Background: an optimization exercise with open tools, aiming at small area. Do not read the settings as production practice.
The RTL was checked by simulation tests, not by an equivalence proof against the original design.
Power is estimated from default activity; no workload was simulated.

==> job 3964: inputs <==
==> flow/design.v <==
module instruction_decode_stage #(
  parameter int DATA_W      = 32,
  parameter int STALL_CNT_W = 16
) (
  input  logic                   CLK,
  input  logic                   RESET,
  input  logic [31:0]            IR,
  input  logic [31:0]            PC_plus4,
  input  logic                   IF_valid,
  input  logic                   flush,
  input  logic                   WB_write_enable,
  input  logic [4:0]             WB_write_reg,
  input  logic [DATA_W-1:0]      WB_write_data,
  output logic                   PC_write_enable,
  output logic                   IF_ID_write_enable,
  output logic                   ID_EX_valid,
  output logic [31:0]            ID_EX_pc_plus4,
  output logic [DATA_W-1:0]      ID_EX_read_data1,
  output logic [DATA_W-1:0]      ID_EX_read_data2,
  output logic [31:0]            ID_EX_imm,
  output logic [31:0]            ID_EX_jump_target,
  output logic [4:0]             ID_EX_rs,
  output logic [4:0]             ID_EX_rt,
  output logic [4:0]             ID_EX_rd,
  output logic [4:0]             ID_EX_shamt,
  output logic [5:0]             ID_EX_funct,
  output logic                   ID_EX_reg_dst,
  output logic                   ID_EX_alu_src,
  output logic                   ID_EX_mem_to_reg,
  output logic                   ID_EX_reg_write,
  output logic                   ID_EX_mem_read,
  output logic                   ID_EX_mem_write,
  output logic                   ID_EX_branch,
  output logic                   ID_EX_jump,
  output logic [1:0]             ID_EX_alu_op,
  output logic                   ID_EX_illegal,
  output logic [STALL_CNT_W-1:0] stall_count
);
  localparam logic [2:0] C_NONE = 3'd0;
  localparam logic [2:0] C_R    = 3'd1;
  localparam logic [2:0] C_LW   = 3'd2;
  localparam logic [2:0] C_SW   = 3'd3;
  localparam logic [2:0] C_BEQ  = 3'd4;
  localparam logic [2:0] C_ADDI = 3'd5;
  localparam logic [2:0] C_J    = 3'd6;
  localparam logic [2:0] C_ILL  = 3'd7;
  logic [DATA_W-1:0]      regs_r [1:31];
  logic [31:1]            rvalid_r;
  logic [STALL_CNT_W-1:0] stall_count_r;
  logic [31:0]            pc_r;
  logic [25:0]            ir_r;
  logic [2:0]             cls_r;
  logic [4:0]             rs_s;
  logic [4:0]             rt_s;
  logic [2:0]             cls_s;
  logic                   uses_rt_s;
  logic                   load_use_s;
  logic                   bubble_s;
  logic [31:1]            wsel_s;
  assign rs_s = IR[25:21];
  assign rt_s = IR[20:16];
  always_comb begin
    case (IR[31:26])
      6'b000000: cls_s = C_R;
      6'b100011: cls_s = C_LW;
      6'b101011: cls_s = C_SW;
      6'b000100: cls_s = C_BEQ;
      6'b001000: cls_s = C_ADDI;
      6'b000010: cls_s = C_J;
      default:   cls_s = C_ILL;
    endcase
  end
  assign uses_rt_s = (IR[31:26] == 6'b000000) || (IR[31:26] == 6'b101011) || (IR[31:26] == 6'b000100);
  assign load_use_s = (cls_r == C_LW) && (ir_r[20:16] != 5'd0) &&
                      ((ir_r[20:16] == rs_s) || (uses_rt_s && (ir_r[20:16] == rt_s)));
  assign bubble_s   = flush || load_use_s || !IF_valid;
  assign PC_write_enable    = !load_use_s || flush;
  assign IF_ID_write_enable = !load_use_s || flush;
  always_comb begin
    for (int i = 1; i < 32; i++) wsel_s[i] = WB_write_enable && (WB_write_reg == 5'(i));
  end
  always_ff @(posedge CLK) begin
    for (int i = 1; i < 32; i++) begin
      if (wsel_s[i]) regs_r[i] <= WB_write_data;
    end
  end
  always_ff @(posedge CLK or negedge RESET) begin
    if (!RESET) begin
      rvalid_r <= '0;
    end else begin
      rvalid_r <= rvalid_r | wsel_s;
    end
  end
  logic [31:1] sel1_s, sel2_s;
  always_comb begin
    for (int i = 1; i < 32; i++) begin
      sel1_s[i] = rvalid_r[i] && (ir_r[25:21] == 5'(i));
      sel2_s[i] = rvalid_r[i] && (ir_r[20:16] == 5'(i));
    end
  end
  always_comb begin
    ID_EX_read_data1 = '0;
    ID_EX_read_data2 = '0;
    for (int i = 1; i < 32; i++) begin
      ID_EX_read_data1 = ID_EX_read_data1 | ({DATA_W{sel1_s[i]}} & regs_r[i]);
      ID_EX_read_data2 = ID_EX_read_data2 | ({DATA_W{sel2_s[i]}} & regs_r[i]);
    end
  end
  always_ff @(posedge CLK or negedge RESET) begin
    if (!RESET) begin
      pc_r          <= '0;
      ir_r          <= '0;
      cls_r         <= C_NONE;
      stall_count_r <= '0;
    end else begin
      if (bubble_s) begin
        pc_r  <= '0;
        ir_r  <= '0;
        cls_r <= C_NONE;
      end else begin
        pc_r  <= PC_plus4;
        ir_r  <= IR[25:0];
        cls_r <= cls_s;
      end
      if (load_use_s && !flush && !(&stall_count_r)) begin
        stall_count_r <= stall_count_r + 1'b1;
      end
    end
  end
  assign ID_EX_valid       = (cls_r != C_NONE);
  assign ID_EX_pc_plus4    = pc_r;
  assign ID_EX_imm         = {{16{ir_r[15]}}, ir_r[15:0]};
  assign ID_EX_jump_target = {pc_r[31:28], ir_r, 2'b00};
  assign ID_EX_rs          = ir_r[25:21];
  assign ID_EX_rt          = ir_r[20:16];
  assign ID_EX_rd          = ir_r[15:11];
  assign ID_EX_shamt       = ir_r[10:6];
  assign ID_EX_funct       = ir_r[5:0];
  assign ID_EX_reg_dst     = (cls_r == C_R);
  assign ID_EX_alu_src     = (cls_r == C_LW) || (cls_r == C_SW) || (cls_r == C_ADDI);
  assign ID_EX_mem_to_reg  = (cls_r == C_LW);
  assign ID_EX_reg_write   = (cls_r == C_R) || (cls_r == C_LW) || (cls_r == C_ADDI);
  assign ID_EX_mem_read    = (cls_r == C_LW);
  assign ID_EX_mem_write   = (cls_r == C_SW);
  assign ID_EX_branch      = (cls_r == C_BEQ);
  assign ID_EX_jump        = (cls_r == C_J);
  assign ID_EX_alu_op      = {(cls_r == C_R), (cls_r == C_BEQ)};
  assign ID_EX_illegal     = (cls_r == C_ILL);
  assign stall_count       = stall_count_r;
endmodule
==> flow/flow/run.sh <==
#!/bin/bash
# Standard ORFS layout with four changes:
# - synthesis maps the logic with an area-oriented ABC script (flow/abc_area.script) in place of
#   ORFS's speed script; everything else in synthesis is the standard one (synth_recipe.tcl);
# - port buffers use buf_1 (the default pick is a clkdlybuf4s50_1);
# - CTS inserts no dummy loads and uses larger sink clusters.
set -euo pipefail
cd "$(dirname "$0")/.."
WORK=$(pwd)
# ORFS scripts folder whose speed ABC script is replaced
mkdir -p "$WORK/scripts_abc"
for f in "$FLOW_HOME"/scripts/*; do ln -sf "$f" "$WORK/scripts_abc/"; done
rm -f "$WORK/scripts_abc/abc_speed.script"
cp "$WORK/flow/abc_area.script" "$WORK/scripts_abc/abc_speed.script"
bash standard.sh SCRIPTS_DIR="$WORK/scripts_abc" synth > synth_make.log 2>&1
CTS="-sink_clustering_enable -repair_clock_nets -dont_use_dummy_load"
CTS="$CTS -sink_clustering_size 20 -sink_clustering_max_diameter 80"
CTS="$CTS -buf_list {sky130_fd_sc_hd__clkbuf_4 sky130_fd_sc_hd__clkbuf_8 sky130_fd_sc_hd__clkbuf_16}"
bash standard.sh \
  BUFFER_PORTS_ARGS="-buffer_cell sky130_fd_sc_hd__buf_1" \
  CTS_ARGS="$CTS" \
  finish > flow_make.log 2>&1
==> flow/flow/abc_area.script <==
&get -n
&st
&dch
&nf -R 20
&st
&syn2
&dch
&nf -a -R 20
&put
topo
stime -c
==> flow/standard.sh <==
#!/bin/bash
# synth_recipe.tcl (not shown) runs the flow's synth.tcl, then flattens the netlist and writes it again
# the make line also repeats each setting of config.mk as NAME=value (left out here)
make -C /OpenROAD-flow-scripts/flow DESIGN_CONFIG=/design/flow/config.mk WORK_HOME=/design/flow/orfs CLKGATE_MAP_FILE= SYNTH_SCRIPT=/design/flow/synth_recipe.tcl "${@:-finish}"
==> flow/config.mk <==
export PLATFORM = sky130hd
export DESIGN_NAME = instruction_decode_stage
export DESIGN_NICKNAME = instruction_decode_stage
export VERILOG_FILES = /design/flow/design.v
export SDC_FILE = /design/flow/constraint.sdc
export NUM_CORES = 4
export LEC_CHECK = 0
export CAP_MARGIN = 10
export CELL_PAD_IN_SITES_DETAIL_PLACEMENT = 1
export CELL_PAD_IN_SITES_GLOBAL_PLACEMENT = 2
export CORE_MARGIN = 2
export CORE_UTILIZATION = 35
export PLACE_DENSITY = 0.5
export SETUP_SLACK_MARGIN = 0.15
export SLEW_MARGIN = 10
==> flow/constraint.sdc <==
create_clock -name core_clock -period 5.0 [get_ports {CLK}]
set_input_delay 1.0000 -clock core_clock [delete_from_list [all_inputs] [get_ports {CLK}]]
set_output_delay 1.0000 -clock core_clock [all_outputs]
set_load 0.01 [all_outputs]
==> job 7755: changes against job 3964 <==
==> flow/flow/run.sh (replaced) <==
#!/bin/bash
# Standard ORFS layout with three changes: port buffers use buf_1 (the default pick is a
# clkdlybuf4s50_1), CTS inserts no dummy loads, and CTS uses larger sink clusters.
set -euo pipefail
cd "$(dirname "$0")/.."
CTS="-sink_clustering_enable -repair_clock_nets -dont_use_dummy_load"
CTS="$CTS -sink_clustering_size 20 -sink_clustering_max_diameter 80"
CTS="$CTS -buf_list {sky130_fd_sc_hd__clkbuf_4 sky130_fd_sc_hd__clkbuf_8 sky130_fd_sc_hd__clkbuf_16}"
bash standard.sh \
  BUFFER_PORTS_ARGS="-buffer_cell sky130_fd_sc_hd__buf_1" \
  CTS_ARGS="$CTS" \
  finish > flow_make.log 2>&1
SETUP_SLACK_MARGIN = default   (was 0.15)
removed: flow/flow/abc_area.script
==> qor summary <==
Clock insertion delay at the later pin of the skew report: job 3964 0.68 ns; job 7755 0.69 ns
Number of non-clock inverters: job 3964 10; job 7755 4
Portion of the clock cycle consumed by the worst path in the final layout: job 3964 0.9760; job 7755 1.009
Portion of the layout cell area used by clock cells: job 3964 0.03535; job 7755 0.03603
Clk_skew: job 3964 0.03028 ns; job 7755 0.03743 ns
Clock group power: job 3964 0.00576 W; job 7755 0.00583 W
Switching power: job 3964 0.003968 W; job 7755 0.003982 W
Synthesized-area fraction occupied by ao, oa, aoi and oai cells: job 3964 0.1589; job 7755 0.1699
First-pass GRT wire length: job 3964 326600 um; job 7755 334800 um
Antenna violations before repair: job 3964 10; job 7755 14
Wire length reported by the detailed router: job 3964 248600 um; job 7755 255400 um
Count of non-CTS buffers in the layout: job 3964 511; job 7755 502
Routing usage on met3: job 3964 0.08990; job 7755 0.07573
RePlAce Congestion: job 3964 0.9141; job 7755 0.8944
Synthesized area divided by synthesized cell count: job 3964 16.29 um2; job 7755 15.17 um2
Parity-gate share of the synthesized area counting xor and xnor cells: job 3964 0.003583; job 7755 0.004770
Vias in the first global route: job 3964 35282; job 7755 35339
Reg2reg end: job 3964 pc_r[18]; job 7755 cls_r[1]
Combinational cell fraction of total power: job 3964 0.051; job 7755 0.052
Worst voltage drop across the vdd grid: job 3964 212.2 uV; job 7755 242.1 uV
Area delta synth->final: job 3964 15.84%; job 7755 11.95%
Initial standard-cell utilization of the core: job 3964 0.3513; job 7755 0.3536
Post-synthesis adder-cell area fraction: job 3964 0.0002844; job 7755 0.0002726
Area taken by multi-input logic gates: job 3964 0.01138 mm2; job 7755 0.01183 mm2
Outcome: job 3964 timing/DRC/antenna clean; job 7755 failed layout checks
Reasons for failing layout checks: job 3964 -; job 7755 setup timing

[separate check: timing with driven ports]
In the flow no input, the clock included, has a driving cell. The finished layouts below were timed again as built, in two steps.
Step 1 (the two cells are an assumption about what drives the block):
set clk [get_ports {CLK}]
set_driving_cell -lib_cell sky130_fd_sc_hd__clkbuf_16 $clk
set_driving_cell -lib_cell sky130_fd_sc_hd__buf_2 [delete_from_list [all_inputs] $clk]
Step 2 moves the port delays by t, midway between the first and last clock arrival at a register: inputs arrive t later, outputs are due t later. That takes back most of the time a late clock gives input paths.
Three values: no drivers, after step 1, after step 2; two values: the first two.
run | t, ns | slack for setup (ns) | latest minus earliest clock arrival (ns) | slew at the worst register clock pin (ns)
job 3964 | 0.744 | 0.120 / 0.041 / 0.785 | 0.036 / 0.036 | 0.09 / 0.09
job 7755 | 0.755 | -0.045 / -0.120 / 0.635 | 0.047 / 0.046 | 0.09 / 0.09
